Context: an optimization exercise on an open-source flow, tuned for a short achievable clock period and few clock cycles per item. The choices shown serve that exercise and are no tape-out recipe. RTL that was checked went through simulation tests only; none was proved equivalent to the original. Function not checked in runs 1 and 3: the RTL went through the layout flow alone. No activity file was given, so power comes from the tool's default toggle rates.

### standard.sh
#!/bin/bash
# synth_recipe.tcl (not shown) runs the flow's synth.tcl, then flattens the netlist and writes it again
# the make line also repeats each setting of config.mk as NAME=value (left out here)
make -C /OpenROAD-flow-scripts/flow DESIGN_CONFIG=/design/flow/config.mk WORK_HOME=/design/flow/orfs CLKGATE_MAP_FILE= SYNTH_SCRIPT=/design/flow/synth_recipe.tcl "${@:-finish}"
### config.mk
export PLATFORM = sky130hd
export DESIGN_NAME = calendar_time_add_minutes
export DESIGN_NICKNAME = calendar_time_add_minutes
export VERILOG_FILES = /design/flow/design.v
export SDC_FILE = /design/flow/constraint.sdc
export NUM_CORES = 4
export LEC_CHECK = 0
export ABC_CLOCK_PERIOD_IN_PS = 1500
export CAP_MARGIN = 20
export CORE_MARGIN = 2
export CORE_UTILIZATION = 40
export SETUP_SLACK_MARGIN = 5
export SLEW_MARGIN = 20
### flow/run.sh
#!/bin/bash
set -euo pipefail
cd "$(dirname "$0")/.."
bash standard.sh SETUP_SLACK_MARGIN=8 finish > standard_make.log 2>&1
### constraint.sdc
create_clock -name core_clock -period 10.0 [get_ports {clk}]
set_input_delay 2.0000 -clock core_clock [delete_from_list [all_inputs] [get_ports {clk}]]
set_output_delay 2.0000 -clock core_clock [all_outputs]
set_load 0.01 [all_outputs]
### design.v
`default_nettype none
package cta_pkg;
    localparam int DAY_W    = 5;
    localparam int MONTH_W  = 4;
    localparam int YEAR_W   = 16;
    localparam int HOUR_W   = 5;
    localparam int MINUTE_W = 6;
    localparam int ADD_W    = 16;
    localparam int DOY_W  = 9;     
    localparam int MOD_W  = 11;    
    localparam int Y400_W = 9;     
    localparam int RSP_W  = DAY_W + MONTH_W + YEAR_W + HOUR_W + MINUTE_W + 1 + DAY_W;
    localparam logic [HOUR_W-1:0]   HOUR_MAX   = 5'd23;
    localparam logic [MINUTE_W-1:0] MINUTE_MAX = 6'd59;
    localparam logic [MONTH_W-1:0] MONTH_JAN = 4'd1;
    localparam logic [MONTH_W-1:0] MONTH_DEC = 4'd12;
    localparam logic [YEAR_W-1:0] RESET_YEAR = 16'd2000;
    localparam logic REQ_LOAD = 1'b0;
    localparam logic REQ_ADD  = 1'b1;
    localparam int CAP    = 8;
    localparam int QPTR_W = 3;
    localparam int QDEPTH = 1 << QPTR_W;
    localparam int CNT_W  = 5;
endpackage
`default_nettype wire
`default_nettype none
module cta_div45_hi (
    input  wire logic [5:0] x,
    output logic [5:0] q,
    output logic [5:0] r,
    output logic [5:0] q_p1,
    output logic [5:0] q_p2,
    output logic [9:0] q_m366,
    output logic [9:0] q_m365,
    output logic [9:0] q_m364,
    output logic [9:0] q_m363
);
    always_comb
    begin
        case (x)
            6'd0: begin q = 6'd0; r = 6'd0; q_p1 = 6'd1; q_p2 = 6'd2; q_m366 = 10'd658; q_m365 = 10'd659; q_m364 = 10'd660; q_m363 = 10'd661; end
            6'd1: begin q = 6'd0; r = 6'd32; q_p1 = 6'd1; q_p2 = 6'd2; q_m366 = 10'd658; q_m365 = 10'd659; q_m364 = 10'd660; q_m363 = 10'd661; end
            6'd2: begin q = 6'd1; r = 6'd19; q_p1 = 6'd2; q_p2 = 6'd3; q_m366 = 10'd659; q_m365 = 10'd660; q_m364 = 10'd661; q_m363 = 10'd662; end
            6'd3: begin q = 6'd2; r = 6'd6; q_p1 = 6'd3; q_p2 = 6'd4; q_m366 = 10'd660; q_m365 = 10'd661; q_m364 = 10'd662; q_m363 = 10'd663; end
            6'd4: begin q = 6'd2; r = 6'd38; q_p1 = 6'd3; q_p2 = 6'd4; q_m366 = 10'd660; q_m365 = 10'd661; q_m364 = 10'd662; q_m363 = 10'd663; end
            6'd5: begin q = 6'd3; r = 6'd25; q_p1 = 6'd4; q_p2 = 6'd5; q_m366 = 10'd661; q_m365 = 10'd662; q_m364 = 10'd663; q_m363 = 10'd664; end
            6'd6: begin q = 6'd4; r = 6'd12; q_p1 = 6'd5; q_p2 = 6'd6; q_m366 = 10'd662; q_m365 = 10'd663; q_m364 = 10'd664; q_m363 = 10'd665; end
            6'd7: begin q = 6'd4; r = 6'd44; q_p1 = 6'd5; q_p2 = 6'd6; q_m366 = 10'd662; q_m365 = 10'd663; q_m364 = 10'd664; q_m363 = 10'd665; end
            6'd8: begin q = 6'd5; r = 6'd31; q_p1 = 6'd6; q_p2 = 6'd7; q_m366 = 10'd663; q_m365 = 10'd664; q_m364 = 10'd665; q_m363 = 10'd666; end
            6'd9: begin q = 6'd6; r = 6'd18; q_p1 = 6'd7; q_p2 = 6'd8; q_m366 = 10'd664; q_m365 = 10'd665; q_m364 = 10'd666; q_m363 = 10'd667; end
            6'd10: begin q = 6'd7; r = 6'd5; q_p1 = 6'd8; q_p2 = 6'd9; q_m366 = 10'd665; q_m365 = 10'd666; q_m364 = 10'd667; q_m363 = 10'd668; end
            6'd11: begin q = 6'd7; r = 6'd37; q_p1 = 6'd8; q_p2 = 6'd9; q_m366 = 10'd665; q_m365 = 10'd666; q_m364 = 10'd667; q_m363 = 10'd668; end
            6'd12: begin q = 6'd8; r = 6'd24; q_p1 = 6'd9; q_p2 = 6'd10; q_m366 = 10'd666; q_m365 = 10'd667; q_m364 = 10'd668; q_m363 = 10'd669; end
            6'd13: begin q = 6'd9; r = 6'd11; q_p1 = 6'd10; q_p2 = 6'd11; q_m366 = 10'd667; q_m365 = 10'd668; q_m364 = 10'd669; q_m363 = 10'd670; end
            6'd14: begin q = 6'd9; r = 6'd43; q_p1 = 6'd10; q_p2 = 6'd11; q_m366 = 10'd667; q_m365 = 10'd668; q_m364 = 10'd669; q_m363 = 10'd670; end
            6'd15: begin q = 6'd10; r = 6'd30; q_p1 = 6'd11; q_p2 = 6'd12; q_m366 = 10'd668; q_m365 = 10'd669; q_m364 = 10'd670; q_m363 = 10'd671; end
            6'd16: begin q = 6'd11; r = 6'd17; q_p1 = 6'd12; q_p2 = 6'd13; q_m366 = 10'd669; q_m365 = 10'd670; q_m364 = 10'd671; q_m363 = 10'd672; end
            6'd17: begin q = 6'd12; r = 6'd4; q_p1 = 6'd13; q_p2 = 6'd14; q_m366 = 10'd670; q_m365 = 10'd671; q_m364 = 10'd672; q_m363 = 10'd673; end
            6'd18: begin q = 6'd12; r = 6'd36; q_p1 = 6'd13; q_p2 = 6'd14; q_m366 = 10'd670; q_m365 = 10'd671; q_m364 = 10'd672; q_m363 = 10'd673; end
            6'd19: begin q = 6'd13; r = 6'd23; q_p1 = 6'd14; q_p2 = 6'd15; q_m366 = 10'd671; q_m365 = 10'd672; q_m364 = 10'd673; q_m363 = 10'd674; end
            6'd20: begin q = 6'd14; r = 6'd10; q_p1 = 6'd15; q_p2 = 6'd16; q_m366 = 10'd672; q_m365 = 10'd673; q_m364 = 10'd674; q_m363 = 10'd675; end
            6'd21: begin q = 6'd14; r = 6'd42; q_p1 = 6'd15; q_p2 = 6'd16; q_m366 = 10'd672; q_m365 = 10'd673; q_m364 = 10'd674; q_m363 = 10'd675; end
            6'd22: begin q = 6'd15; r = 6'd29; q_p1 = 6'd16; q_p2 = 6'd17; q_m366 = 10'd673; q_m365 = 10'd674; q_m364 = 10'd675; q_m363 = 10'd676; end
            6'd23: begin q = 6'd16; r = 6'd16; q_p1 = 6'd17; q_p2 = 6'd18; q_m366 = 10'd674; q_m365 = 10'd675; q_m364 = 10'd676; q_m363 = 10'd677; end
            6'd24: begin q = 6'd17; r = 6'd3; q_p1 = 6'd18; q_p2 = 6'd19; q_m366 = 10'd675; q_m365 = 10'd676; q_m364 = 10'd677; q_m363 = 10'd678; end
            6'd25: begin q = 6'd17; r = 6'd35; q_p1 = 6'd18; q_p2 = 6'd19; q_m366 = 10'd675; q_m365 = 10'd676; q_m364 = 10'd677; q_m363 = 10'd678; end
            6'd26: begin q = 6'd18; r = 6'd22; q_p1 = 6'd19; q_p2 = 6'd20; q_m366 = 10'd676; q_m365 = 10'd677; q_m364 = 10'd678; q_m363 = 10'd679; end
            6'd27: begin q = 6'd19; r = 6'd9; q_p1 = 6'd20; q_p2 = 6'd21; q_m366 = 10'd677; q_m365 = 10'd678; q_m364 = 10'd679; q_m363 = 10'd680; end
            6'd28: begin q = 6'd19; r = 6'd41; q_p1 = 6'd20; q_p2 = 6'd21; q_m366 = 10'd677; q_m365 = 10'd678; q_m364 = 10'd679; q_m363 = 10'd680; end
            6'd29: begin q = 6'd20; r = 6'd28; q_p1 = 6'd21; q_p2 = 6'd22; q_m366 = 10'd678; q_m365 = 10'd679; q_m364 = 10'd680; q_m363 = 10'd681; end
            6'd30: begin q = 6'd21; r = 6'd15; q_p1 = 6'd22; q_p2 = 6'd23; q_m366 = 10'd679; q_m365 = 10'd680; q_m364 = 10'd681; q_m363 = 10'd682; end
            6'd31: begin q = 6'd22; r = 6'd2; q_p1 = 6'd23; q_p2 = 6'd24; q_m366 = 10'd680; q_m365 = 10'd681; q_m364 = 10'd682; q_m363 = 10'd683; end
            6'd32: begin q = 6'd22; r = 6'd34; q_p1 = 6'd23; q_p2 = 6'd24; q_m366 = 10'd680; q_m365 = 10'd681; q_m364 = 10'd682; q_m363 = 10'd683; end
            6'd33: begin q = 6'd23; r = 6'd21; q_p1 = 6'd24; q_p2 = 6'd25; q_m366 = 10'd681; q_m365 = 10'd682; q_m364 = 10'd683; q_m363 = 10'd684; end
            6'd34: begin q = 6'd24; r = 6'd8; q_p1 = 6'd25; q_p2 = 6'd26; q_m366 = 10'd682; q_m365 = 10'd683; q_m364 = 10'd684; q_m363 = 10'd685; end
            6'd35: begin q = 6'd24; r = 6'd40; q_p1 = 6'd25; q_p2 = 6'd26; q_m366 = 10'd682; q_m365 = 10'd683; q_m364 = 10'd684; q_m363 = 10'd685; end
            6'd36: begin q = 6'd25; r = 6'd27; q_p1 = 6'd26; q_p2 = 6'd27; q_m366 = 10'd683; q_m365 = 10'd684; q_m364 = 10'd685; q_m363 = 10'd686; end
            6'd37: begin q = 6'd26; r = 6'd14; q_p1 = 6'd27; q_p2 = 6'd28; q_m366 = 10'd684; q_m365 = 10'd685; q_m364 = 10'd686; q_m363 = 10'd687; end
            6'd38: begin q = 6'd27; r = 6'd1; q_p1 = 6'd28; q_p2 = 6'd29; q_m366 = 10'd685; q_m365 = 10'd686; q_m364 = 10'd687; q_m363 = 10'd688; end
            6'd39: begin q = 6'd27; r = 6'd33; q_p1 = 6'd28; q_p2 = 6'd29; q_m366 = 10'd685; q_m365 = 10'd686; q_m364 = 10'd687; q_m363 = 10'd688; end
            6'd40: begin q = 6'd28; r = 6'd20; q_p1 = 6'd29; q_p2 = 6'd30; q_m366 = 10'd686; q_m365 = 10'd687; q_m364 = 10'd688; q_m363 = 10'd689; end
            6'd41: begin q = 6'd29; r = 6'd7; q_p1 = 6'd30; q_p2 = 6'd31; q_m366 = 10'd687; q_m365 = 10'd688; q_m364 = 10'd689; q_m363 = 10'd690; end
            6'd42: begin q = 6'd29; r = 6'd39; q_p1 = 6'd30; q_p2 = 6'd31; q_m366 = 10'd687; q_m365 = 10'd688; q_m364 = 10'd689; q_m363 = 10'd690; end
            6'd43: begin q = 6'd30; r = 6'd26; q_p1 = 6'd31; q_p2 = 6'd32; q_m366 = 10'd688; q_m365 = 10'd689; q_m364 = 10'd690; q_m363 = 10'd691; end
            6'd44: begin q = 6'd31; r = 6'd13; q_p1 = 6'd32; q_p2 = 6'd33; q_m366 = 10'd689; q_m365 = 10'd690; q_m364 = 10'd691; q_m363 = 10'd692; end
            6'd45: begin q = 6'd32; r = 6'd0; q_p1 = 6'd33; q_p2 = 6'd34; q_m366 = 10'd690; q_m365 = 10'd691; q_m364 = 10'd692; q_m363 = 10'd693; end
            6'd46: begin q = 6'd32; r = 6'd32; q_p1 = 6'd33; q_p2 = 6'd34; q_m366 = 10'd690; q_m365 = 10'd691; q_m364 = 10'd692; q_m363 = 10'd693; end
            6'd47: begin q = 6'd33; r = 6'd19; q_p1 = 6'd34; q_p2 = 6'd35; q_m366 = 10'd691; q_m365 = 10'd692; q_m364 = 10'd693; q_m363 = 10'd694; end
            6'd48: begin q = 6'd34; r = 6'd6; q_p1 = 6'd35; q_p2 = 6'd36; q_m366 = 10'd692; q_m365 = 10'd693; q_m364 = 10'd694; q_m363 = 10'd695; end
            6'd49: begin q = 6'd34; r = 6'd38; q_p1 = 6'd35; q_p2 = 6'd36; q_m366 = 10'd692; q_m365 = 10'd693; q_m364 = 10'd694; q_m363 = 10'd695; end
            6'd50: begin q = 6'd35; r = 6'd25; q_p1 = 6'd36; q_p2 = 6'd37; q_m366 = 10'd693; q_m365 = 10'd694; q_m364 = 10'd695; q_m363 = 10'd696; end
            6'd51: begin q = 6'd36; r = 6'd12; q_p1 = 6'd37; q_p2 = 6'd38; q_m366 = 10'd694; q_m365 = 10'd695; q_m364 = 10'd696; q_m363 = 10'd697; end
            6'd52: begin q = 6'd36; r = 6'd44; q_p1 = 6'd37; q_p2 = 6'd38; q_m366 = 10'd694; q_m365 = 10'd695; q_m364 = 10'd696; q_m363 = 10'd697; end
            6'd53: begin q = 6'd37; r = 6'd31; q_p1 = 6'd38; q_p2 = 6'd39; q_m366 = 10'd695; q_m365 = 10'd696; q_m364 = 10'd697; q_m363 = 10'd698; end
            6'd54: begin q = 6'd38; r = 6'd18; q_p1 = 6'd39; q_p2 = 6'd40; q_m366 = 10'd696; q_m365 = 10'd697; q_m364 = 10'd698; q_m363 = 10'd699; end
            6'd55: begin q = 6'd39; r = 6'd5; q_p1 = 6'd40; q_p2 = 6'd41; q_m366 = 10'd697; q_m365 = 10'd698; q_m364 = 10'd699; q_m363 = 10'd700; end
            6'd56: begin q = 6'd39; r = 6'd37; q_p1 = 6'd40; q_p2 = 6'd41; q_m366 = 10'd697; q_m365 = 10'd698; q_m364 = 10'd699; q_m363 = 10'd700; end
            6'd57: begin q = 6'd40; r = 6'd24; q_p1 = 6'd41; q_p2 = 6'd42; q_m366 = 10'd698; q_m365 = 10'd699; q_m364 = 10'd700; q_m363 = 10'd701; end
            6'd58: begin q = 6'd41; r = 6'd11; q_p1 = 6'd42; q_p2 = 6'd43; q_m366 = 10'd699; q_m365 = 10'd700; q_m364 = 10'd701; q_m363 = 10'd702; end
            6'd59: begin q = 6'd41; r = 6'd43; q_p1 = 6'd42; q_p2 = 6'd43; q_m366 = 10'd699; q_m365 = 10'd700; q_m364 = 10'd701; q_m363 = 10'd702; end
            6'd60: begin q = 6'd42; r = 6'd30; q_p1 = 6'd43; q_p2 = 6'd44; q_m366 = 10'd700; q_m365 = 10'd701; q_m364 = 10'd702; q_m363 = 10'd703; end
            6'd61: begin q = 6'd43; r = 6'd17; q_p1 = 6'd44; q_p2 = 6'd45; q_m366 = 10'd701; q_m365 = 10'd702; q_m364 = 10'd703; q_m363 = 10'd704; end
            6'd62: begin q = 6'd44; r = 6'd4; q_p1 = 6'd45; q_p2 = 6'd46; q_m366 = 10'd702; q_m365 = 10'd703; q_m364 = 10'd704; q_m363 = 10'd705; end
            6'd63: begin q = 6'd44; r = 6'd36; q_p1 = 6'd45; q_p2 = 6'd46; q_m366 = 10'd702; q_m365 = 10'd703; q_m364 = 10'd704; q_m363 = 10'd705; end
            default: begin q = '0; r = '0; q_p1 = '0; q_p2 = '0; q_m366 = '0; q_m365 = '0; q_m364 = '0; q_m363 = '0; end
        endcase
    end
endmodule
module cta_mod25_hi (
    input  wire logic [5:0] x,
    output logic [4:0] r
);
    always_comb
    begin
        case (x)
            6'd0: begin r = 5'd0; end
            6'd1: begin r = 5'd14; end
            6'd2: begin r = 5'd3; end
            6'd3: begin r = 5'd17; end
            6'd4: begin r = 5'd6; end
            6'd5: begin r = 5'd20; end
            6'd6: begin r = 5'd9; end
            6'd7: begin r = 5'd23; end
            6'd8: begin r = 5'd12; end
            6'd9: begin r = 5'd1; end
            6'd10: begin r = 5'd15; end
            6'd11: begin r = 5'd4; end
            6'd12: begin r = 5'd18; end
            6'd13: begin r = 5'd7; end
            6'd14: begin r = 5'd21; end
            6'd15: begin r = 5'd10; end
            6'd16: begin r = 5'd24; end
            6'd17: begin r = 5'd13; end
            6'd18: begin r = 5'd2; end
            6'd19: begin r = 5'd16; end
            6'd20: begin r = 5'd5; end
            6'd21: begin r = 5'd19; end
            6'd22: begin r = 5'd8; end
            6'd23: begin r = 5'd22; end
            6'd24: begin r = 5'd11; end
            6'd25: begin r = 5'd0; end
            6'd26: begin r = 5'd14; end
            6'd27: begin r = 5'd3; end
            6'd28: begin r = 5'd17; end
            6'd29: begin r = 5'd6; end
            6'd30: begin r = 5'd20; end
            6'd31: begin r = 5'd9; end
            6'd32: begin r = 5'd23; end
            6'd33: begin r = 5'd12; end
            6'd34: begin r = 5'd1; end
            6'd35: begin r = 5'd15; end
            6'd36: begin r = 5'd4; end
            6'd37: begin r = 5'd18; end
            6'd38: begin r = 5'd7; end
            6'd39: begin r = 5'd21; end
            6'd40: begin r = 5'd10; end
            6'd41: begin r = 5'd24; end
            6'd42: begin r = 5'd13; end
            6'd43: begin r = 5'd2; end
            6'd44: begin r = 5'd16; end
            6'd45: begin r = 5'd5; end
            6'd46: begin r = 5'd19; end
            6'd47: begin r = 5'd8; end
            6'd48: begin r = 5'd22; end
            6'd49: begin r = 5'd11; end
            6'd50: begin r = 5'd0; end
            6'd51: begin r = 5'd14; end
            6'd52: begin r = 5'd3; end
            6'd53: begin r = 5'd17; end
            6'd54: begin r = 5'd6; end
            6'd55: begin r = 5'd20; end
            6'd56: begin r = 5'd9; end
            6'd57: begin r = 5'd23; end
            6'd58: begin r = 5'd12; end
            6'd59: begin r = 5'd1; end
            6'd60: begin r = 5'd15; end
            6'd61: begin r = 5'd4; end
            6'd62: begin r = 5'd18; end
            6'd63: begin r = 5'd7; end
            default: begin r = '0; end
        endcase
    end
endmodule
module cta_mod25_lo (
    input  wire logic [5:0] x,
    output logic [4:0] r
);
    always_comb
    begin
        case (x)
            6'd0: begin r = 5'd0; end
            6'd1: begin r = 5'd1; end
            6'd2: begin r = 5'd2; end
            6'd3: begin r = 5'd3; end
            6'd4: begin r = 5'd4; end
            6'd5: begin r = 5'd5; end
            6'd6: begin r = 5'd6; end
            6'd7: begin r = 5'd7; end
            6'd8: begin r = 5'd8; end
            6'd9: begin r = 5'd9; end
            6'd10: begin r = 5'd10; end
            6'd11: begin r = 5'd11; end
            6'd12: begin r = 5'd12; end
            6'd13: begin r = 5'd13; end
            6'd14: begin r = 5'd14; end
            6'd15: begin r = 5'd15; end
            6'd16: begin r = 5'd16; end
            6'd17: begin r = 5'd17; end
            6'd18: begin r = 5'd18; end
            6'd19: begin r = 5'd19; end
            6'd20: begin r = 5'd20; end
            6'd21: begin r = 5'd21; end
            6'd22: begin r = 5'd22; end
            6'd23: begin r = 5'd23; end
            6'd24: begin r = 5'd24; end
            6'd25: begin r = 5'd0; end
            6'd26: begin r = 5'd1; end
            6'd27: begin r = 5'd2; end
            6'd28: begin r = 5'd3; end
            6'd29: begin r = 5'd4; end
            6'd30: begin r = 5'd5; end
            6'd31: begin r = 5'd6; end
            6'd32: begin r = 5'd7; end
            6'd33: begin r = 5'd8; end
            6'd34: begin r = 5'd9; end
            6'd35: begin r = 5'd10; end
            6'd36: begin r = 5'd11; end
            6'd37: begin r = 5'd12; end
            6'd38: begin r = 5'd13; end
            6'd39: begin r = 5'd14; end
            6'd40: begin r = 5'd15; end
            6'd41: begin r = 5'd16; end
            6'd42: begin r = 5'd17; end
            6'd43: begin r = 5'd18; end
            6'd44: begin r = 5'd19; end
            6'd45: begin r = 5'd20; end
            6'd46: begin r = 5'd21; end
            6'd47: begin r = 5'd22; end
            6'd48: begin r = 5'd23; end
            6'd49: begin r = 5'd24; end
            6'd50: begin r = 5'd0; end
            6'd51: begin r = 5'd1; end
            6'd52: begin r = 5'd2; end
            6'd53: begin r = 5'd3; end
            6'd54: begin r = 5'd4; end
            6'd55: begin r = 5'd5; end
            6'd56: begin r = 5'd6; end
            6'd57: begin r = 5'd7; end
            6'd58: begin r = 5'd8; end
            6'd59: begin r = 5'd9; end
            6'd60: begin r = 5'd10; end
            6'd61: begin r = 5'd11; end
            6'd62: begin r = 5'd12; end
            6'd63: begin r = 5'd13; end
            default: begin r = '0; end
        endcase
    end
endmodule
module cta_hour_minutes (
    input  wire logic [4:0] x,
    output logic [10:0] m
);
    always_comb
    begin
        case (x)
            5'd0: begin m = 11'd0; end
            5'd1: begin m = 11'd60; end
            5'd2: begin m = 11'd120; end
            5'd3: begin m = 11'd180; end
            5'd4: begin m = 11'd240; end
            5'd5: begin m = 11'd300; end
            5'd6: begin m = 11'd360; end
            5'd7: begin m = 11'd420; end
            5'd8: begin m = 11'd480; end
            5'd9: begin m = 11'd540; end
            5'd10: begin m = 11'd600; end
            5'd11: begin m = 11'd660; end
            5'd12: begin m = 11'd720; end
            5'd13: begin m = 11'd780; end
            5'd14: begin m = 11'd840; end
            5'd15: begin m = 11'd900; end
            5'd16: begin m = 11'd960; end
            5'd17: begin m = 11'd1020; end
            5'd18: begin m = 11'd1080; end
            5'd19: begin m = 11'd1140; end
            5'd20: begin m = 11'd1200; end
            5'd21: begin m = 11'd1260; end
            5'd22: begin m = 11'd1320; end
            5'd23: begin m = 11'd1380; end
            5'd24: begin m = 11'd1380; end
            5'd25: begin m = 11'd1380; end
            5'd26: begin m = 11'd1380; end
            5'd27: begin m = 11'd1380; end
            5'd28: begin m = 11'd1380; end
            5'd29: begin m = 11'd1380; end
            5'd30: begin m = 11'd1380; end
            5'd31: begin m = 11'd1380; end
            default: begin m = '0; end
        endcase
    end
endmodule
`default_nettype wire
`default_nettype none
import cta_pkg::*;
module calendar_time_add_minutes #(
    parameter int MAX_ADD_MINUTES = 65535
) (
    input  wire logic                     clk,
    input  wire logic                     rst_n,
    input  wire logic                     cmd_valid,
    output wire logic                     cmd_ready,
    input  wire logic                     cmd_req_type,
    input  wire logic [cta_pkg::ADD_W-1:0]    cmd_add_minutes,
    input  wire logic [cta_pkg::DAY_W-1:0]    cmd_load_day,
    input  wire logic [cta_pkg::MONTH_W-1:0]  cmd_load_month,
    input  wire logic [cta_pkg::YEAR_W-1:0]   cmd_load_year,
    input  wire logic [cta_pkg::HOUR_W-1:0]   cmd_load_hour,
    input  wire logic [cta_pkg::MINUTE_W-1:0] cmd_load_minute,
    output wire logic                     rsp_valid,
    input  wire logic                     rsp_ready,
    output wire logic [cta_pkg::DAY_W-1:0]    rsp_out_day,
    output wire logic [cta_pkg::MONTH_W-1:0]  rsp_out_month,
    output wire logic [cta_pkg::YEAR_W-1:0]   rsp_out_year,
    output wire logic [cta_pkg::HOUR_W-1:0]   rsp_out_hour,
    output wire logic [cta_pkg::MINUTE_W-1:0] rsp_out_minute,
    output wire logic                     rsp_leap_flag,
    output wire logic [cta_pkg::DAY_W-1:0]    rsp_month_length
);
    localparam int SAT_W = ($clog2(MAX_ADD_MINUTES + 1) > ADD_W) ?
                           $clog2(MAX_ADD_MINUTES + 1) : ADD_W;
    function automatic logic [DAY_W-1:0] month_len(input logic [MONTH_W-1:0] month,
                                                   input logic leap);
        logic [DAY_W-1:0] len;
        case (month)
            4'd2:                    len = leap ? 5'd29 : 5'd28;
            4'd4, 4'd6, 4'd9, 4'd11: len = 5'd30;
            default:                 len = 5'd31;
        endcase
        month_len = len;
    endfunction
    function automatic logic [DOY_W-1:0] month_start(input logic [MONTH_W-1:0] month,
                                                     input logic leap);
        logic [DOY_W-1:0] s;
        case (month)
            4'd1:    s = 9'd0;
            4'd2:    s = 9'd31;
            4'd3:    s = 9'd59;
            4'd4:    s = 9'd90;
            4'd5:    s = 9'd120;
            4'd6:    s = 9'd151;
            4'd7:    s = 9'd181;
            4'd8:    s = 9'd212;
            4'd9:    s = 9'd243;
            4'd10:   s = 9'd273;
            4'd11:   s = 9'd304;
            default: s = 9'd334;
        endcase
        if (leap && (month > 4'd2))
        begin
            s = s + 9'd1;
        end
        month_start = s;
    endfunction
    function automatic logic [DOY_W-1:0] month_first(input logic [MONTH_W-1:0] month,
                                                input logic leap);
        logic [DOY_W-1:0] d;
        case ({leap, month})
            {1'b0, 4'd1}: d = 9'd511;
            {1'b0, 4'd2}: d = 9'd30;
            {1'b0, 4'd3}: d = 9'd58;
            {1'b0, 4'd4}: d = 9'd89;
            {1'b0, 4'd5}: d = 9'd119;
            {1'b0, 4'd6}: d = 9'd150;
            {1'b0, 4'd7}: d = 9'd180;
            {1'b0, 4'd8}: d = 9'd211;
            {1'b0, 4'd9}: d = 9'd242;
            {1'b0, 4'd10}: d = 9'd272;
            {1'b0, 4'd11}: d = 9'd303;
            {1'b0, 4'd12}: d = 9'd333;
            {1'b1, 4'd1}: d = 9'd511;
            {1'b1, 4'd2}: d = 9'd30;
            {1'b1, 4'd3}: d = 9'd59;
            {1'b1, 4'd4}: d = 9'd90;
            {1'b1, 4'd5}: d = 9'd120;
            {1'b1, 4'd6}: d = 9'd151;
            {1'b1, 4'd7}: d = 9'd181;
            {1'b1, 4'd8}: d = 9'd212;
            {1'b1, 4'd9}: d = 9'd243;
            {1'b1, 4'd10}: d = 9'd273;
            {1'b1, 4'd11}: d = 9'd304;
            {1'b1, 4'd12}: d = 9'd334;
            default: d = 9'd0;
        endcase
        month_first = d;
    endfunction
    function automatic logic [DOY_W-1:0] month_last(input logic [MONTH_W-1:0] month,
                                                input logic leap);
        logic [DOY_W-1:0] d;
        case ({leap, month})
            {1'b0, 4'd1}: d = 9'd30;
            {1'b0, 4'd2}: d = 9'd58;
            {1'b0, 4'd3}: d = 9'd89;
            {1'b0, 4'd4}: d = 9'd119;
            {1'b0, 4'd5}: d = 9'd150;
            {1'b0, 4'd6}: d = 9'd180;
            {1'b0, 4'd7}: d = 9'd211;
            {1'b0, 4'd8}: d = 9'd242;
            {1'b0, 4'd9}: d = 9'd272;
            {1'b0, 4'd10}: d = 9'd303;
            {1'b0, 4'd11}: d = 9'd333;
            {1'b0, 4'd12}: d = 9'd364;
            {1'b1, 4'd1}: d = 9'd30;
            {1'b1, 4'd2}: d = 9'd59;
            {1'b1, 4'd3}: d = 9'd90;
            {1'b1, 4'd4}: d = 9'd120;
            {1'b1, 4'd5}: d = 9'd151;
            {1'b1, 4'd6}: d = 9'd181;
            {1'b1, 4'd7}: d = 9'd212;
            {1'b1, 4'd8}: d = 9'd243;
            {1'b1, 4'd9}: d = 9'd273;
            {1'b1, 4'd10}: d = 9'd304;
            {1'b1, 4'd11}: d = 9'd334;
            {1'b1, 4'd12}: d = 9'd365;
            default: d = 9'd0;
        endcase
        month_last = d;
    endfunction
    logic              cmd_ready_reg;
    logic              cmd_fire;
    logic [CNT_W-1:0]  pend_reg;       
    logic              pop_reg;        
    logic              out_valid_reg;
    logic [QPTR_W-1:0] q_wr_reg, q_rd_reg;
    logic              q_wr_lap, q_rd_lap;
    assign cmd_fire = cmd_valid && cmd_ready_reg;
    logic                s0_v;
    logic                s0_typ;
    logic [ADD_W-1:0]    s0_add;
    logic [DAY_W-1:0]    s0_day;
    logic [MONTH_W-1:0]  s0_month;
    logic [YEAR_W-1:0]   s0_year;
    logic [HOUR_W-1:0]   s0_hour;
    logic [MINUTE_W-1:0] s0_minute;
    always_ff @(posedge clk)
    begin
        s0_typ    <= cmd_req_type;
        s0_add    <= cmd_add_minutes;
        s0_day    <= cmd_load_day;
        s0_month  <= cmd_load_month;
        s0_year   <= cmd_load_year;
        s0_hour   <= cmd_load_hour;
        s0_minute <= cmd_load_minute;
    end
    logic [ADD_W-1:0]    add_sat;
    logic [MONTH_W-1:0]  s0_month_c;
    logic [5:0]          s0_dq, s0_dr, s0_dq_p1, s0_dq_p2;
    logic [9:0]          s0_dq_m366, s0_dq_m365, s0_dq_m364, s0_dq_m363;
    logic [4:0]          s0_yrh, s0_yrl;
    logic [MOD_W-1:0]    s0_h60;
    logic                s1_v;
    logic                s1_typ;
    logic [5:0]          s1_dq, s1_dr, s1_dq_p1, s1_dq_p2;   
    logic [9:0]          s1_dq_m366, s1_dq_m365, s1_dq_m364, s1_dq_m363;
    logic [4:0]          s1_ahl;         
    logic [4:0]          s1_alo;         
    logic [DAY_W-1:0]    s1_day;         
    logic [DAY_W-1:0]    s1_len_n, s1_len_l;      
    logic [DOY_W-1:0]    s1_first_n, s1_first_l;  
    logic [DOY_W-1:0]    s1_last_n, s1_last_l;    
    logic [YEAR_W-1:0]   s1_year;
    logic [4:0]          s1_yrh, s1_yrl;          
    logic [MOD_W-1:0]    s1_h60;                  
    logic [MINUTE_W-1:0] s1_minute;
    assign add_sat = (SAT_W'(s0_add) > SAT_W'(MAX_ADD_MINUTES)) ?
                     ADD_W'(MAX_ADD_MINUTES) : s0_add;
    cta_div45_hi u_div45 (
        .x      (add_sat[15:10]),
        .q      (s0_dq),
        .r      (s0_dr),
        .q_p1   (s0_dq_p1),
        .q_p2   (s0_dq_p2),
        .q_m366 (s0_dq_m366),
        .q_m365 (s0_dq_m365),
        .q_m364 (s0_dq_m364),
        .q_m363 (s0_dq_m363)
    );
    cta_mod25_hi u_mod25h (.x(s0_year[15:10]), .r(s0_yrh));
    cta_mod25_lo u_mod25l (.x(s0_year[9:4]), .r(s0_yrl));
    cta_hour_minutes u_h60 (.x(s0_hour), .m(s0_h60));
    always_comb
    begin
        if (s0_month < MONTH_JAN)
        begin
            s0_month_c = MONTH_JAN;
        end
        else if (s0_month > MONTH_DEC)
        begin
            s0_month_c = MONTH_DEC;
        end
        else
        begin
            s0_month_c = s0_month;
        end
    end
    always_ff @(posedge clk)
    begin
        s1_typ     <= s0_typ;
        s1_dq      <= s0_dq;
        s1_dr      <= s0_dr;
        s1_dq_p1   <= s0_dq_p1;
        s1_dq_p2   <= s0_dq_p2;
        s1_dq_m366 <= s0_dq_m366;
        s1_dq_m365 <= s0_dq_m365;
        s1_dq_m364 <= s0_dq_m364;
        s1_dq_m363 <= s0_dq_m363;
        s1_ahl     <= add_sat[9:5];
        s1_alo     <= add_sat[4:0];
        s1_day     <= (s0_day == '0) ? DAY_W'(1) : s0_day;
        s1_len_n   <= month_len(s0_month_c, 1'b0);
        s1_len_l   <= month_len(s0_month_c, 1'b1);
        s1_first_n <= month_first(s0_month_c, 1'b0);
        s1_first_l <= month_first(s0_month_c, 1'b1);
        s1_last_n  <= month_last(s0_month_c, 1'b0);
        s1_last_l  <= month_last(s0_month_c, 1'b1);
        s1_year    <= s0_year;
        s1_yrh     <= s0_yrh;
        s1_yrl     <= s0_yrl;
        s1_h60     <= s0_h60;
        s1_minute  <= (s0_minute > MINUTE_MAX) ? MINUTE_MAX : s0_minute;
    end
    logic                s1_add, s1_load;
    logic [6:0]          s1_dt;          
    logic                s1_dc;          
    logic [5:0]          s1_drem;        
    logic [6:0]          s1_drem_m45;    
    logic [5:0]          s1_yt;          
    logic [4:0]          s1_yrem;        
    logic [Y400_W-1:0]   s1_y400;
    logic                s1_leap, s1_leap1;
    logic [DOY_W-1:0]    s1_doy_n, s1_doy_l;
    logic                s2_v;
    logic                s2_load;
    logic [MOD_W-1:0]    s2_m0;          
    logic [MOD_W:0]      s2_m1;          
    logic [DOY_W-1:0]    s2_d0, s2_d1;   
    logic [DOY_W:0]      s2_d0_n, s2_d0_l, s2_d1_n;   
    logic [DOY_W-1:0]    s2_ldoy_n, s2_ldoy_l;
    logic [MOD_W-1:0]    s2_lmod;
    logic [YEAR_W-1:0]   s2_lyear;
    logic [Y400_W-1:0]   s2_ly400;
    logic                s2_lleap, s2_lleap1;
    assign s1_add  = s1_v && (s1_typ == REQ_ADD);
    assign s1_load = s1_v && (s1_typ == REQ_LOAD);
    assign s1_dt       = 7'(s1_dr) + 7'(s1_ahl);
    assign s1_dc       = (s1_dt >= 7'd45);
    assign s1_drem     = s1_dc ? 6'(s1_dt - 7'd45) : s1_dt[5:0];
    assign s1_drem_m45 = s1_dc ? (s1_dt - 7'd90) : (s1_dt - 7'd45);
    assign s1_yt   = 6'(s1_yrh) + 6'(s1_yrl);
    assign s1_yrem = (s1_yt >= 6'd25) ? 5'(s1_yt - 6'd25) : s1_yt[4:0];
    assign s1_y400 = {s1_yrem, s1_year[3:0]};
    assign s1_leap  = (s1_year[1:0] == 2'd0) &&
                      (s1_y400 != 9'd100) && (s1_y400 != 9'd200) && (s1_y400 != 9'd300);
    assign s1_leap1 = (s1_year[1:0] == 2'd3) &&
                      (s1_y400 != 9'd99) && (s1_y400 != 9'd199) && (s1_y400 != 9'd299);
    assign s1_doy_n = (s1_day > s1_len_n) ? s1_last_n : s1_first_n + DOY_W'(s1_day);
    assign s1_doy_l = (s1_day > s1_len_l) ? s1_last_l : s1_first_l + DOY_W'(s1_day);
    always_ff @(posedge clk)
    begin
        s2_load <= s1_load;
        if (!s1_add)
        begin
            s2_m0   <= '0;
            s2_m1   <= -(MOD_W+1)'(1440);
            s2_d0   <= '0;
            s2_d1   <= DOY_W'(1);
            s2_d0_n <= -(DOY_W+1)'(365);
            s2_d0_l <= -(DOY_W+1)'(366);
            s2_d1_n <= -(DOY_W+1)'(364);
        end
        else if (s1_dc)
        begin
            s2_m0   <= {s1_drem, s1_alo};
            s2_m1   <= {s1_drem_m45, s1_alo};
            s2_d0   <= DOY_W'(s1_dq_p1);
            s2_d1   <= DOY_W'(s1_dq_p2);
            s2_d0_n <= s1_dq_m364;
            s2_d0_l <= s1_dq_m365;
            s2_d1_n <= s1_dq_m363;
        end
        else
        begin
            s2_m0   <= {s1_drem, s1_alo};
            s2_m1   <= {s1_drem_m45, s1_alo};
            s2_d0   <= DOY_W'(s1_dq);
            s2_d1   <= DOY_W'(s1_dq_p1);
            s2_d0_n <= s1_dq_m365;
            s2_d0_l <= s1_dq_m366;
            s2_d1_n <= s1_dq_m364;
        end
        s2_ldoy_n <= s1_doy_n;
        s2_ldoy_l <= s1_doy_l;
        s2_lmod   <= s1_h60 + MOD_W'(s1_minute);
        s2_lyear  <= s1_year;
        s2_ly400  <= s1_y400;
        s2_lleap  <= s1_leap;
        s2_lleap1 <= s1_leap1;
    end
    logic [DOY_W-1:0]    st_doy;
    logic [MOD_W-1:0]    st_mod;
    logic [YEAR_W-1:0]   st_year;
    logic [Y400_W-1:0]   st_y400;
    logic                st_leap;        
    logic                st_leap1;       
    logic                st_v;
    logic [MOD_W-1:0]    m_sum0;
    logic [MOD_W:0]      m_sum1;
    logic                m_carry;
    logic [MOD_W-1:0]    m_new;
    logic [DOY_W-1:0]    d_sum0, d_sum1;
    logic [DOY_W:0]      d_sum0_n, d_sum0_l, d_sum1_n, d_sum1_l;
    logic                w0, w1, y_carry;
    logic [DOY_W-1:0]    d_new;
    logic                sel_00, sel_01n, sel_01l, sel_10, sel_11n, sel_11l;
    logic                leap2;          
    logic [Y400_W-1:0]   y400_inc;
    logic [YEAR_W-1:0]   year_inc;
    logic [YEAR_W-1:0]   year_add;
    logic [Y400_W-1:0]   y400_add;
    logic                leap_add, leap1_add;
    assign m_sum0   = st_mod + s2_m0;
    assign m_sum1   = (MOD_W+1)'(st_mod) + s2_m1;
    assign m_carry  = !m_sum1[MOD_W];                     
    assign m_new    = ({MOD_W{m_carry}} & m_sum1[MOD_W-1:0]) | ({MOD_W{!m_carry}} & m_sum0);
    assign d_sum0   = st_doy + s2_d0;
    assign d_sum1   = st_doy + s2_d1;
    assign d_sum0_n = (DOY_W+1)'(st_doy) + s2_d0_n;
    assign d_sum0_l = (DOY_W+1)'(st_doy) + s2_d0_l;
    assign d_sum1_n = (DOY_W+1)'(st_doy) + s2_d1_n;
    assign d_sum1_l = d_sum0_n;
    assign w0       = st_leap ? !d_sum0_l[DOY_W] : !d_sum0_n[DOY_W];
    assign w1       = st_leap ? !d_sum1_l[DOY_W] : !d_sum1_n[DOY_W];
    assign y_carry  = m_carry ? w1 : w0;
    assign sel_00  = !m_carry && !y_carry;
    assign sel_01n = !m_carry && y_carry && !st_leap;
    assign sel_01l = !m_carry && y_carry && st_leap;
    assign sel_10  = m_carry && !y_carry;
    assign sel_11n = m_carry && y_carry && !st_leap;
    assign sel_11l = m_carry && y_carry && st_leap;
    assign d_new   = ({DOY_W{sel_00}}  & d_sum0) |
                     ({DOY_W{sel_01n}} & d_sum0_n[DOY_W-1:0]) |
                     ({DOY_W{sel_01l}} & d_sum0_l[DOY_W-1:0]) |
                     ({DOY_W{sel_10}}  & d_sum1) |
                     ({DOY_W{sel_11n}} & d_sum1_n[DOY_W-1:0]) |
                     ({DOY_W{sel_11l}} & d_sum1_l[DOY_W-1:0]);
    assign leap2     = (st_year[1:0] == 2'd2) &&
                       (st_y400 != 9'd98) && (st_y400 != 9'd198) && (st_y400 != 9'd298);
    assign y400_inc  = ((st_y400 == 9'd399) || (st_year == 16'hFFFF)) ? '0 : st_y400 + 1'b1;
    assign year_inc  = st_year + 1'b1;
    assign year_add  = ({YEAR_W{y_carry}} & year_inc) | ({YEAR_W{!y_carry}} & st_year);
    assign y400_add  = ({Y400_W{y_carry}} & y400_inc) | ({Y400_W{!y_carry}} & st_y400);
    assign leap_add  = (y_carry && st_leap1) || (!y_carry && st_leap);
    assign leap1_add = (y_carry && leap2) || (!y_carry && st_leap1);
    always_ff @(posedge clk or negedge rst_n)
    begin
        if (!rst_n)
        begin
            s0_v     <= 1'b0;
            s1_v     <= 1'b0;
            s2_v     <= 1'b0;
            st_v     <= 1'b0;
            st_doy   <= '0;
            st_mod   <= '0;
            st_year  <= RESET_YEAR;
            st_y400  <= '0;
            st_leap  <= 1'b1;
            st_leap1 <= 1'b0;
        end
        else
        begin
            s0_v <= cmd_fire;
            s1_v <= s0_v;
            s2_v <= s1_v;
            st_v <= s2_v;
            if (s2_load)
            begin
                st_doy   <= s2_lleap ? s2_ldoy_l : s2_ldoy_n;
                st_mod   <= s2_lmod;
                st_year  <= s2_lyear;
                st_y400  <= s2_ly400;
                st_leap  <= s2_lleap;
                st_leap1 <= s2_lleap1;
            end
            else
            begin
                st_doy   <= d_new;
                st_mod   <= m_new;
                st_year  <= year_add;
                st_y400  <= y400_add;
                st_leap  <= leap_add;
                st_leap1 <= leap1_add;
            end
        end
    end
    logic [12:1]         after_month;    
    logic [12:1]         after_month_n, after_month_l;
    logic [DAY_W-1:0]    day_n [1:12];
    logic [DAY_W-1:0]    day_l [1:12];
    logic [23:0]         after_hour;     
    logic [MONTH_W-1:0]  r_month;
    logic [DAY_W-1:0]    r_day;
    logic [DAY_W-1:0]    r_len;
    logic [HOUR_W-1:0]   r_hour;
    logic [MINUTE_W-1:0] r_minute;
    logic [RSP_W-1:0]    r_rsp;
    logic [RSP_W-1:0]    q_mem [QDEPTH];
    logic [RSP_W-1:0]    out_reg;
    always_comb
    begin
        for (int m = 1; m <= 12; m++)
        begin
            after_month_n[m] = (st_doy >= month_start(MONTH_W'(m), 1'b0));
            after_month_l[m] = (st_doy >= month_start(MONTH_W'(m), 1'b1));
            after_month[m]   = st_leap ? after_month_l[m] : after_month_n[m];
            day_n[m]         = DAY_W'(st_doy - month_start(MONTH_W'(m), 1'b0) + 9'd1);
            day_l[m]         = DAY_W'(st_doy - month_start(MONTH_W'(m), 1'b1) + 9'd1);
        end
        r_month = '0;
        r_day   = '0;
        r_len   = '0;
        for (int m = 1; m <= 12; m++)
        begin
            if (after_month[m] && ((m == 12) || !after_month[(m == 12) ? 12 : m + 1]))
            begin
                r_month = r_month | MONTH_W'(m);
                r_day   = r_day | (st_leap ? day_l[m] : day_n[m]);
                r_len   = r_len | month_len(MONTH_W'(m), st_leap);
            end
        end
        for (int h = 0; h < 24; h++)
        begin
            after_hour[h] = (st_mod >= MOD_W'(60 * h));
        end
        r_hour   = '0;
        r_minute = '0;
        for (int h = 0; h < 24; h++)
        begin
            if (after_hour[h] && ((h == 23) || !after_hour[(h == 23) ? 23 : h + 1]))
            begin
                r_hour   = r_hour | HOUR_W'(h);
                r_minute = r_minute | MINUTE_W'(st_mod - MOD_W'(60 * h));
            end
        end
    end
    assign r_rsp = {r_day, r_month, st_year, r_hour, r_minute, st_leap, r_len};
    logic [QPTR_W:0]     q_count;        
    logic                pop;            
    logic [QPTR_W-1:0]   q_rd_next;
    logic [RSP_W-1:0]    out_keep, out_adv;
    assign q_count   = {q_wr_lap, q_wr_reg} - {q_rd_lap, q_rd_reg};
    assign pop       = out_valid_reg && rsp_ready;
    assign q_rd_next = q_rd_reg + 1'b1;
    assign out_keep  = (q_count != '0) ? q_mem[q_rd_reg] : r_rsp;
    assign out_adv   = (q_count > (QPTR_W+1)'(1)) ? q_mem[q_rd_next] : r_rsp;
    always_ff @(posedge clk)
    begin
        if (st_v)
        begin
            q_mem[q_wr_reg] <= r_rsp;
        end
        out_reg <= pop ? out_adv : out_keep;
    end
    always_ff @(posedge clk or negedge rst_n)
    begin
        if (!rst_n)
        begin
            q_wr_reg      <= '0;
            q_wr_lap      <= 1'b0;
            q_rd_reg      <= '0;
            q_rd_lap      <= 1'b0;
            out_valid_reg <= 1'b0;
            pop_reg       <= 1'b0;
            pend_reg      <= '0;
            cmd_ready_reg <= 1'b0;
        end
        else
        begin
            if (st_v)
            begin
                {q_wr_lap, q_wr_reg} <= {q_wr_lap, q_wr_reg} + 1'b1;
            end
            if (pop)
            begin
                {q_rd_lap, q_rd_reg} <= {q_rd_lap, q_rd_reg} + 1'b1;
                out_valid_reg <= (q_count > (QPTR_W+1)'(1)) || st_v;
            end
            else
            begin
                out_valid_reg <= (q_count != '0) || st_v;
            end
            pop_reg  <= pop;
            pend_reg <= pend_reg + CNT_W'(s0_v) - CNT_W'(pop_reg);
            cmd_ready_reg <= ((pend_reg + CNT_W'(s0_v) + CNT_W'(cmd_ready_reg) + 1'b1)
                              <= CNT_W'(CAP));
        end
    end
    assign cmd_ready        = cmd_ready_reg;
    assign rsp_valid        = out_valid_reg;
    assign rsp_out_day      = out_reg[41:37];
    assign rsp_out_month    = out_reg[36:33];
    assign rsp_out_year     = out_reg[32:17];
    assign rsp_out_hour     = out_reg[16:12];
    assign rsp_out_minute   = out_reg[11:6];
    assign rsp_leap_flag    = out_reg[5];
    assign rsp_month_length = out_reg[4:0];
endmodule
`default_nettype wire
==> results.toml, run 1 <==
[synth]
yosysSeqAreaShare = 0.480
synth.most_common_cell = "nand2_1"
synth_cell_types = 107
synth_edf_count = 320
synthesis.area_sq_um = 36800
synth-xor-area-share = 0.0286
synth.area.mux_share = 0.125
yosysTopAreaCellShare = 0.261
ys_ff_latch = 705
synthArstFlopShare = 0.0950
netlist_instances = 3329
synthTopCellsByCount = "nand2_1 (364), edfxtp_1 (320), dfxtp_1 (318)"
synth_ff_type = "edfxtp_1"
synth_fa_ha_area_frac = 0.0621
yosys_warnings = 7
avgSynthCellArea_sq_um = 11.0
synth_simple_gate_area_share = 0.119
synth_compound_area_frac = 0.150
yosys.area.top_type = "edfxtp_1"
ys_top_cells_by_area = "edfxtp_1 (26%), dfxtp_1 (17%), mux4_2 (10%), ha_1 (5.6%), dfrtp_1 (4.1%)"
synth_top_family_by_area = "compound AO/OA/AOI/OAI gates"

[layout]
final_cell_count_no_fill = 4983
largest_reg_flops = 320
layout-drive-gt1-share = 0.374
nNetsFinal = 3967
final_util = 0.546
final_area_sq_um = 49900
antenna_cells = 0
syn_to_final_growth_pct = 35.7

[power]
ir_drop_v = 0.000204
power_leakage_nw = 18.8
p_per_area_nw_per_um2 = 369

[status]
status = "timing/DRC/antenna clean"

[worst_setup_path]
cp_cell_sequence = "buf_6 > ha_4 > a211oi_4 > o21ai_2 > a2111o_1 > a31oi_4 > nor4_4 > buf_6 > buf_12 > buf_8 > o21bai_4 > buf_12 > buf_16 > nor3b_4 > a221o_1"
cp_slowest_cell = "dfrtp_4"
critPathArrivalTime_ps = 3760
required_ps = 10510
cp-end-kind = "flop"
rr_worst_depth = 15
slowest_delay_ps = 520
cp_max_fo = 7
setup.worst_path.start_class = "flop"
path_class = "flop to flop"

[timing]
tightest_slew_ps = 1040
period_share = 0.325
timing.hold.ws_ps = 320
slew_headroom = 0.306
fin_setup_tns_ps = 0
period_needed_ps = 3250
slew_violations = 0
fin_skew_ps = 37.5
final-setup-viol-count = 0
finalHoldViolations = 0
fmax_mhz = 308
rsz0062_at_grt = "yes"

[clocking]
clock-sinks = 705
hold_buffers = 0
cts_made_buffers = 77
tritoncts = "yes"
htree_levels = 3
clk_pin_slew_ps = 70
cts_root_buf = "clkbuf_16"
clk_path_buf_depth = 3
clk_latency_ps = 650

[floorplanning]
core_area_sq_um = 91400
die_w_um = 307
die_h_um = 307
start_util = 0.402
die_area_sq_um = 94400
io-pin-count = 101
fp-row-count = 111

[placement]
dp_hpwl_mm = 62.5
dpl-instance-area_sq_um = 39500
numPortBuffers = 100
dp.cells = 4443
gp_congestion = 0.896

[run]
maxCapViolations = 0

[global_route]
antenna_found_initial = 0
grt_pass1_vias = 28874
grt_first_pass_wirelength_mm = 168
grt_overflow = 0
grt_max_degree = 79
grtUsageTotal = 0.226

[drt]
ant_nets = 0
vias_per_cell = 6.01
wl_per_cell_um = 22.8
first_iter_violations = 2815
first_pass_iters = 6
wl_mm = 114
drc = 0
vias = 29937

[hold_path]
min_path_type = "flop to flop"
min_path_cells = 0
## stage by stage
| stage | setup WS (ps) | total power, mW |
|---|---|---|
| finish | 6750 | 18.4 |
| global route | 6650 | 19.2 |
| CTS | 6710 | 17.1 |
| detailed placement | 5820 | 11.2 |
| global placement | 5830 | 11.1 |
| floorplan | 7100 | 9.46 |
## worst max-delay path: cells and delay by family, from the launching register on
| kind | cells | cell delay [ps] |
|---|---|---|
| AO/OA/AOI/OAI | 6 | 1500 |
| buffers and inverters | 6 | 780 |
| flip-flops | 1 | 520 |
| adder cells (fa/ha/maj) | 1 | 220 |
| AND/OR/NAND/NOR | 2 | 90 |
## cell families after synthesis
family                     after synthesis
buffers and inverters                  332
and+or+nand+nor                        921
DFF                                    705
muxes                                  243
AOI/OAI and AO/OA                      831
other                                    1
xor gates and xnor gates               120
adders and majority gates              176
## routing by layer
| layer | track usage | up-vias | share of wire |
|---|---|---|---|
| met5 | 0 | - | 0 |
| met4 | 0.0824 | 0 | 0.039 |
| met3 | 0.0367 | 360 | 0.080 |
| met2 | 0.372 | 1508 | 0.47 |
| met1 | 0.303 | 14739 | 0.41 |
| li1 | - | 13330 | - |
## report_power, final
group	leakage [nW]	total, mW	switching (mW)	internal, mW
Sequential	6.30	4.42	0.550	3.87
Combinational	11.2	11.0	5.64	5.38
Clock	1.30	2.96	1.18	1.78
## what timing repair did
action,in CTS,in global routing
endpoints found under the hold margin,0,0
endpoints found under the setup margin,679,378
gates resized for setup,837,270
setup buffers,254,100
pin swaps,168,176
gates cloned,35,9
## cell type report
class,instances,area [sq um]
Fill cell,7496,41500
Multi-Input combinational cell,2309,21400
Sequential cell,705,17900
Timing Repair Buffer,522,5880
Clock buffer,97,2170
Tap cell,1186,1480
Inverter,118,566
Clock inverter,45,490
Timing Repair inverter,1,7.51
## final timing paths
check                                start           to  slack, ps
worst max-delay path             st_doy[1]   st_y400[6]       6750
worst min-delay path            s1_year[9]  s2_lyear[9]        320
worst max register to register   st_doy[1]   st_y400[6]       6750
worst min register to register  s1_year[9]  s2_lyear[9]        320
max in group asynchronous            rst_n    st_mod[6]       8110
min in group asynchronous            rst_n  q_rd_reg[0]       1210
## cell usage in the layout, fill, tap and decap left out, types with 21 or more instances in the layout
| master | count |
|---|---|
| nor3_1 | 34 |
| edfxtp_1 | 320 |
| clkdlybuf4s50_1 | 54 |
| o211ai_1 | 27 |
| nor2_1 | 160 |
| o21ai_0 | 110 |
| mux2i_1 | 46 |
| o21a_1 | 26 |
| mux4_2 | 170 |
| and3_1 | 26 |
| nand2_2 | 27 |
| o21ai_2 | 42 |
| xor2_1 | 39 |
| a21o_1 | 51 |
| dfxtp_2 | 43 |
| buf_12 | 41 |
| ha_4 | 51 |
| o22ai_1 | 25 |
| a21oi_1 | 159 |
| nand3_1 | 55 |
| a211oi_1 | 21 |
| a31oi_1 | 39 |
| nand2b_1 | 30 |
| dfrtp_1 | 33 |
| ha_1 | 102 |
| buf_4 | 231 |
| nor2b_1 | 21 |
| nand2_1 | 297 |
| inv_1 | 88 |
| dfxtp_1 | 261 |
| xnor2_1 | 63 |
| buf_6 | 145 |
| clkbuf_16 | 90 |
| nand3_2 | 32 |
| a32oi_1 | 21 |
| buf_16 | 21 |
| nand2_4 | 36 |
| o21ai_1 | 26 |
| a21oi_2 | 35 |
==> inputs of run 2 (changes only) <==
--- a/design.v
+++ b/design.v
@@ -571,10 +571,10 @@
         begin
             s2_m0   <= '0;
-            s2_m1   <= -(MOD_W+1)'(1440);
+            s2_m1   <= (MOD_W+1)'((1 << (MOD_W+1)) - 1440);
             s2_d0   <= '0;
             s2_d1   <= DOY_W'(1);
-            s2_d0_n <= -(DOY_W+1)'(365);
-            s2_d0_l <= -(DOY_W+1)'(366);
-            s2_d1_n <= -(DOY_W+1)'(364);
+            s2_d0_n <= (DOY_W+1)'((1 << (DOY_W+1)) - 365);
+            s2_d0_l <= (DOY_W+1)'((1 << (DOY_W+1)) - 366);
+            s2_d1_n <= (DOY_W+1)'((1 << (DOY_W+1)) - 364);
         end
         else if (s1_dc)
==> flow/run.sh (replaced) <==
#!/bin/bash
set -euo pipefail
cd "$(dirname "$0")/.."
bash standard.sh SETUP_SLACK_MARGIN=7 finish > standard_make.log 2>&1
==> results.toml, run 2 <==
[clocking]
hold_buffers = 0
clk_path_buf_depth = 3
clk_latency_ps = 660
htree_levels = 3
clk_pin_slew_ps = 70
cts_root_buf = "clkbuf_16"
tritoncts = "yes"
cts_made_buffers = 79
clock-sinks = 703

[floorplanning]
io-pin-count = 101
die_w_um = 305
start_util = 0.404
die_h_um = 305
die_area_sq_um = 93100
fp-row-count = 110
core_area_sq_um = 89900

[timing]
rsz0062_at_grt = "yes"
final-setup-viol-count = 0
finalHoldViolations = 0
period_needed_ps = 3370
tightest_slew_ps = 997
slew_violations = 0
slew_headroom = 0.334
fmax_mhz = 296
period_share = 0.337
fin_setup_tns_ps = 0
fin_skew_ps = 50.6

[layout]
final_util = 0.502
antenna_cells = 0
largest_reg_flops = 320
syn_to_final_growth_pct = 24.4
layout_commonest_cell = "nand2_1"
layout_common_cells = "nand2_1 (359), edfxtp_1 (320), dfxtp_1 (273), a21oi_1 (193), mux4_2 (171)"
nNetsFinal = 3730
final_area_sq_um = 45100
layout-drive-gt1-share = 0.265
final_cell_count_no_fill = 4742

[worst_setup_path]
cp.depth = 12
crit_top_cell = "buf_12"
setup.worst_path.start_class = "flop"
path_class = "flop to flop"
cp_slowest_cell = "dfrtp_1"
required_ps = 10530
critPathArrivalTime_ps = 3900
cp-end-kind = "flop"
rr_worst_depth = 12
cp.buffers_inverters = 3
cp_max_fo = 21
slowest_delay_ps = 690
cp_cell_sequence = "ha_1 > or3_1 > o22ai_1 > mux2i_1 > o21ai_2 > a21oi_4 > buf_12 > buf_12 > buf_8 > nor3_4 > o2bb2a_1 > o311ai_1"
cpLargestDelayFamily = "compound AO/OA/AOI/OAI gates"

[drt]
wl_per_cell_um = 21.2
ant_nets = 0
first_iter_violations = 2197
wl_mm = 101
drc = 0
first_pass_iters = 6
vias = 27543
vias_per_cell = 5.81

[synth]
yosysTopAreaCellShare = 0.265
synth_ff_type = "edfxtp_1"
yosys.area.top_type = "edfxtp_1"
synth_cell_types = 100
yosysSeqAreaShare = 0.486
synthesis.area_sq_um = 36300
yosys_warnings = 7
synthTopCellsByCount = "nand2_1 (366), edfxtp_1 (320), dfxtp_1 (316)"
avgSynthCellArea_sq_um = 11.1
synthArstFlopShare = 0.0953
synth_edf_count = 320
ys_top_cells_by_area = "edfxtp_1 (26%), dfxtp_1 (17%), mux4_2 (11%), ha_1 (5.6%), dfrtp_1 (4.1%)"
synth.most_common_cell = "nand2_1"
netlist_instances = 3271
ys_ff_latch = 703

[status]
status = "timing/DRC/antenna clean"

[global_route]
grt_pass1_vias = 26948
grtUsageTotal = 0.209
grt_first_pass_wirelength_mm = 155
antenna_found_initial = 0
grt_overflow = 0
grt_max_degree = 92

[power]
p_per_area_nw_per_um2 = 344
ir_drop_v = 0.000222
power_leakage_nw = 16.9

[placement]
numPortBuffers = 100
dp_hpwl_mm = 60.0
gp_congestion = 0.916
dpl-instance-area_sq_um = 38500
dp.cells = 4382

[run]
maxCapViolations = 0

[hold_path]
min_path_cells = 0
min_path_type = "flop to flop"
run 2: routing by layer:
| metal | share of wire | vias to the layer above | track usage |
|---|---|---|---|
| met4 | 0.032 | 0 | 0.0766 |
| met5 | 0 | - | 0 |
| met2 | 0.48 | 1029 | 0.345 |
| li1 | - | 12699 | - |
| met3 | 0.065 | 237 | 0.0299 |
| met1 | 0.42 | 13578 | 0.280 |
run 2: worst paths after layout:
path                       startpoint           to  slack [ps]
setup / recovery            st_doy[6]   st_y400[6]        6630
hold / removal             s0_year[2]   s1_year[2]         320
setup reg to reg            st_doy[6]   st_y400[6]        6630
hold reg to reg            s0_year[2]   s1_year[2]         320
max in group asynchronous       rst_n    st_doy[2]        7610
min in group asynchronous       rst_n  q_rd_reg[0]        1280
run 2: power breakdown:
group          internal [mW]  total (mW)  switching, mW
clock                   1.73        2.97           1.23
sequential              3.85        4.41          0.562
combinational           3.78        8.13           4.34
run 2: kinds of logic after synthesis:
kind of cell	Yosys count	share of synthesized area
buf+inv	321	0.0348
fa+ha+maj	173	0.0620
other cells	1	0.000103
flops	703	0.486
mux	249	0.128
xor+xnor	118	0.0285
compound gates	819	0.147
simple gates	887	0.113
run 2: metrics by stage:
stage | total power, mW | setup WS (ps) | hold slack, ps
6_report | 15.5 | 6630 | 321
5_1_grt | 16.3 | 6520 | 328
4_1_cts | 14.9 | 6690 | 318
3_5_place_dp | 10.5 | 5520 | 312
3_3_place_gp | 10.5 | 5550 | 310
2_1_floorplan | 8.74 | 6940 | 310
run 2: repair_timing:
| item | in CTS | in global routing |
|---|---|---|
| endpoints found under the hold margin | 0 | 0 |
| setup endpoints to repair | 312 | 299 |
| gates cloned | 8 | 5 |
| setup buffers | 146 | 54 |
| resized for setup | 577 | 130 |
| pin swaps | 95 | 76 |
run 2: final cells by class:
type	instances	area, sq um
inverter	116	487
sequential	703	17700
multi-input combinational	2261	19300
tap	1176	1470
fill	7809	44700
clock inverter	42	467
clock buffer	105	2240
timing repair buffer	339	3450
Testbench counts of run 2, summed over its fixed seeds: cycles 2,440, items 2,400.
==> inputs of run 3 (changes only) <==
--- a/design.v
+++ b/design.v
@@ -18,5 +18,5 @@
     localparam logic REQ_LOAD = 1'b0;
     localparam logic REQ_ADD  = 1'b1;
-    localparam int CAP    = 8;
+    localparam int CAP    = 7;
     localparam int QPTR_W = 3;
     localparam int QDEPTH = 1 << QPTR_W;
@@ -434,5 +434,4 @@
     logic              q_wr_lap, q_rd_lap;
     assign cmd_fire = cmd_valid && cmd_ready_reg;
-    logic                s0_v;
     logic                s0_typ;
     logic [ADD_W-1:0]    s0_add;
@@ -442,14 +441,11 @@
     logic [HOUR_W-1:0]   s0_hour;
     logic [MINUTE_W-1:0] s0_minute;
-    always_ff @(posedge clk)
-    begin
-        s0_typ    <= cmd_req_type;
-        s0_add    <= cmd_add_minutes;
-        s0_day    <= cmd_load_day;
-        s0_month  <= cmd_load_month;
-        s0_year   <= cmd_load_year;
-        s0_hour   <= cmd_load_hour;
-        s0_minute <= cmd_load_minute;
-    end
+    assign s0_typ    = cmd_req_type;
+    assign s0_add    = cmd_add_minutes;
+    assign s0_day    = cmd_load_day;
+    assign s0_month  = cmd_load_month;
+    assign s0_year   = cmd_load_year;
+    assign s0_hour   = cmd_load_hour;
+    assign s0_minute = cmd_load_minute;
     logic [ADD_W-1:0]    add_sat;
     logic [MONTH_W-1:0]  s0_month_c;
@@ -665,5 +661,4 @@
         if (!rst_n)
         begin
-            s0_v     <= 1'b0;
             s1_v     <= 1'b0;
             s2_v     <= 1'b0;
@@ -678,6 +673,5 @@
         else
         begin
-            s0_v <= cmd_fire;
-            s1_v <= s0_v;
+            s1_v <= cmd_fire;
             s2_v <= s1_v;
             st_v <= s2_v;
@@ -799,6 +793,6 @@
             end
             pop_reg  <= pop;
-            pend_reg <= pend_reg + CNT_W'(s0_v) - CNT_W'(pop_reg);
-            cmd_ready_reg <= ((pend_reg + CNT_W'(s0_v) + CNT_W'(cmd_ready_reg) + 1'b1)
+            pend_reg <= pend_reg + CNT_W'(s1_v) - CNT_W'(pop_reg);
+            cmd_ready_reg <= ((pend_reg + CNT_W'(s1_v) + CNT_W'(cmd_ready_reg) + 1'b1)
                               <= CNT_W'(CAP));
         end
==> results.toml, run 3 <==
[status]
status = "timing/DRC/antenna clean"

[power]
ir_drop_v = 0.000236
power_leakage_nw = 16.5
p_per_area_nw_per_um2 = 340

[clocking]
clk_path_buf_depth = 3
hold_buffers = 0
cts_made_buffers = 74
clk_latency_ps = 640
cts_root_buf = "clkbuf_16"
htree_levels = 3
clk_pin_slew_ps = 60
clock-sinks = 649
tritoncts = "yes"

[placement]
gp_congestion = 0.901
dp.cells = 4284
numPortBuffers = 100
dpl-instance-area_sq_um = 37800
place_ws_ps = 5220
dp_hpwl_mm = 60.8

[floorplanning]
core_area_sq_um = 87200
io-pin-count = 101
die_w_um = 301
die_area_sq_um = 90600
fp-row-count = 108
start_util = 0.405
die_h_um = 301

[drt]
vias = 27759
vias_per_cell = 5.98
wl_mm = 101
drc = 0
wl_per_cell_um = 21.8
first_iter_violations = 2549
first_pass_iters = 8
ant_nets = 0

[synth]
yosys.area.top_type = "edfxtp_1"
synthArstFlopShare = 0.102
netlist_instances = 3196
synth_cell_types = 95
yosys_warnings = 7
synthesis.area_sq_um = 35300
synth_edf_count = 320
yosysSeqAreaShare = 0.468
ys_top_cells_by_area = "edfxtp_1 (27%), dfxtp_1 (15%), mux4_2 (11%), ha_1 (5.7%), dfrtp_1 (4.2%)"
avgSynthCellArea_sq_um = 11.0
synth_ff_type = "edfxtp_1"
synthTopCellsByCount = "edfxtp_1 (320), nand2_1 (303), dfxtp_1 (263)"
yosysTopAreaCellShare = 0.272
synth.most_common_cell = "edfxtp_1"
ys_ff_latch = 649

[layout]
antenna_cells = 0
largest_reg_flops = 320
final_cell_count_no_fill = 4643
layout_commonest_cell = "edfxtp_1"
nNetsFinal = 3656
layout-drive-gt1-share = 0.300
final_area_sq_um = 44600
layout_common_cells = "edfxtp_1 (320), nand2_1 (290), dfxtp_1 (233), a21oi_1 (184), buf_4 (182)"
syn_to_final_growth_pct = 26.3

[worst_setup_path]
cp_slowest_cell = "dfrtp_4"
setup.worst_path.start_class = "flop"
critPathArrivalTime_ps = 3530
r2r_slack_ps = 6770
cp-end-kind = "flop"
reg2reg_to = "q_mem[5][40]"
path_class = "flop to flop"
slowest_delay_ps = 510
cp_cell_sequence = "buf_12 > clkinv_8 > ha_4 > or4bb_1 > o211ai_1 > nor3_2 > and2_4 > a221oi_2 > a31oi_2 > a2111oi_4 > nand3b_1"
cp.buffers_inverters = 2
startpoint = "st_doy[2]"
cp.depth = 11
rr_worst_depth = 11
timing.rr.start = "st_doy[2]"
required_ps = 10300
cp_max_fo = 8
crit_path_end = "q_mem[5][40]"
cpLargestDelayFamily = "compound AO/OA/AOI/OAI gates"

[global_route]
antenna_found_initial = 0
grt_first_pass_wirelength_mm = 154
grt_pass1_vias = 26740
grt_overflow = 0
grt_max_degree = 78
grtUsageTotal = 0.215

[timing]
final-setup-viol-count = 0
slew_headroom = 0.280
timing.hold.ws_ps = 326
period_needed_ps = 3230
rsz0062_at_grt = "yes"
worst_slack_ps = 6770
fmax_mhz = 309
tightest_slew_ps = 1080
slew_violations = 0
period_share = 0.323
finalHoldViolations = 0
fin_setup_tns_ps = 0
fin_skew_ps = 42.3

[hold_path]
min_path_type = "flop to flop"

[run]
maxCapViolations = 0
run 3: changes by cell type after synthesis, moves of 10 or more:
cell	before	now
o21ai_0	182	171
o22ai_1	33	43
dfxtp_1	316	263
nand2_1	366	303
inv_1	108	119
nor2b_1	34	17
a211oi_1	37	50
mux2_2	16	36
xnor2_1	82	71
run 3: how the worst min path moves through the flow:
stage	start	endpoint	slack, ps	cells past startpoint
6_report	s1_year[7]	s2_lyear[7]	330	0
3_5_place_dp	s1_year[7]	s2_lyear[7]	310	0
3_3_place_gp	s1_year[9]	s2_lyear[9]	310	0
5_1_grt	s1_year[11]	s2_lyear[11]	330	0
4_1_cts	s1_year[7]	s2_lyear[7]	330	0
2_1_floorplan	s1_minute[0]	s2_lmod[0]	310	0
run 3: layer usage:
metal / routed length [um] / share of wire / vias to the layer above / GRT usage
met2: 48200 / 0.48 / 1247 / 0.354
met1: 42800 / 0.42 / 13653 / 0.291
met4: 3570 / 0.035 / 0 / 0.0731
met3: 6860 / 0.068 / 251 / 0.0313
li1: - / - / 12608 / -
met5: 0 / 0 / - / 0
run 3: final cells by class:
| type | count | area, sq um |
|---|---|---|
| clock buffer | 102 | 2070 |
| clock inverter | 36 | 541 |
| fill | 7497 | 42600 |
| inverter | 124 | 542 |
| multi-input combinational | 2224 | 19800 |
| sequential | 649 | 16700 |
| tap | 1155 | 1450 |
| timing repair buffer | 351 | 3500 |
| timing repair inverter | 2 | 15.0 |
run 3: worst register-to-register path, delay by kind of cell, from the launching register on:
family | cells | cell delay (ps)
simple gates | 4 | 990
fa+ha+maj | 1 | 160
flops | 1 | 510
buf+inv | 2 | 230
compound gates | 4 | 1020
run 3: stage by stage:
step,utilization,power [mW]
CTS,0.492,14.3
global placement,0.433,10.2
global route,0.511,15.9
finish,0.511,15.2
floorplan,-,8.46
detailed placement,0.433,10.2
run 3: kinds of logic (layout without fill, tap and decap cells):
logic type / count (synthesis) / count (layout) / synth area share
flops: 649 / 649 / 0.468
buf+inv: 333 / 615 / 0.0361
other cells: 1 / 8 / 0.000106
compound gates: 842 / 843 / 0.158
xor+xnor: 114 / 114 / 0.0287
simple gates: 813 / 815 / 0.108
mux: 271 / 271 / 0.137
fa+ha+maj: 173 / 173 / 0.0637
run 3: power breakdown:
part           total [mW]  switching (mW)  internal (mW)
logic                8.20            4.40           3.80
registers            4.09           0.495           3.60
clock network        2.86            1.13           1.73
run 3: repair_timing:
action / CTS / global route
resized for setup: 562 / 238
setup endpoints to repair: 386 / 260
buffers inserted: 137 / 71
cloned: 7 / 6
pin swaps: 63 / 83

static timing again, ports no longer ideal:
No port has a modelled driver above. Below, the same layouts with a new extraction and two added sets of constraints. Step 1, drivers: a clkbuf_16 drives clk and a buf_2 each remaining input, both assumed. Step 2 moves the port delays by t, midway between the first and last clock arrival at a register: inputs arrive t later, outputs are due t later. That takes back most of the time a late clock gives input paths. a / b / c = ideal / step 1 / step 2; a / b = the first two.
run | shift t [ns] | setup slack, ns | hold slack, ns | worst setup path at the end | latest minus earliest clock arrival (ns)
run 1 | 0.695 | 6.752 / 6.744 / 6.740 | 0.320 / 0.320 / 0.320 | input to register | 0.040 / 0.041
run 2 | 0.696 | 6.627 / 6.627 / 6.387 | 0.321 / 0.321 / 0.321 | input to register | 0.052 / 0.052
run 3 | 0.697 | 6.769 / 6.734 / 6.359 | 0.326 / 0.326 / 0.326 | input to register | 0.046 / 0.046
After both steps setup and hold are still met in every run listed. For run 3, which loses most, drivers alone change the setup slack by -0.035 ns; drivers and shift together by -0.410 ns.
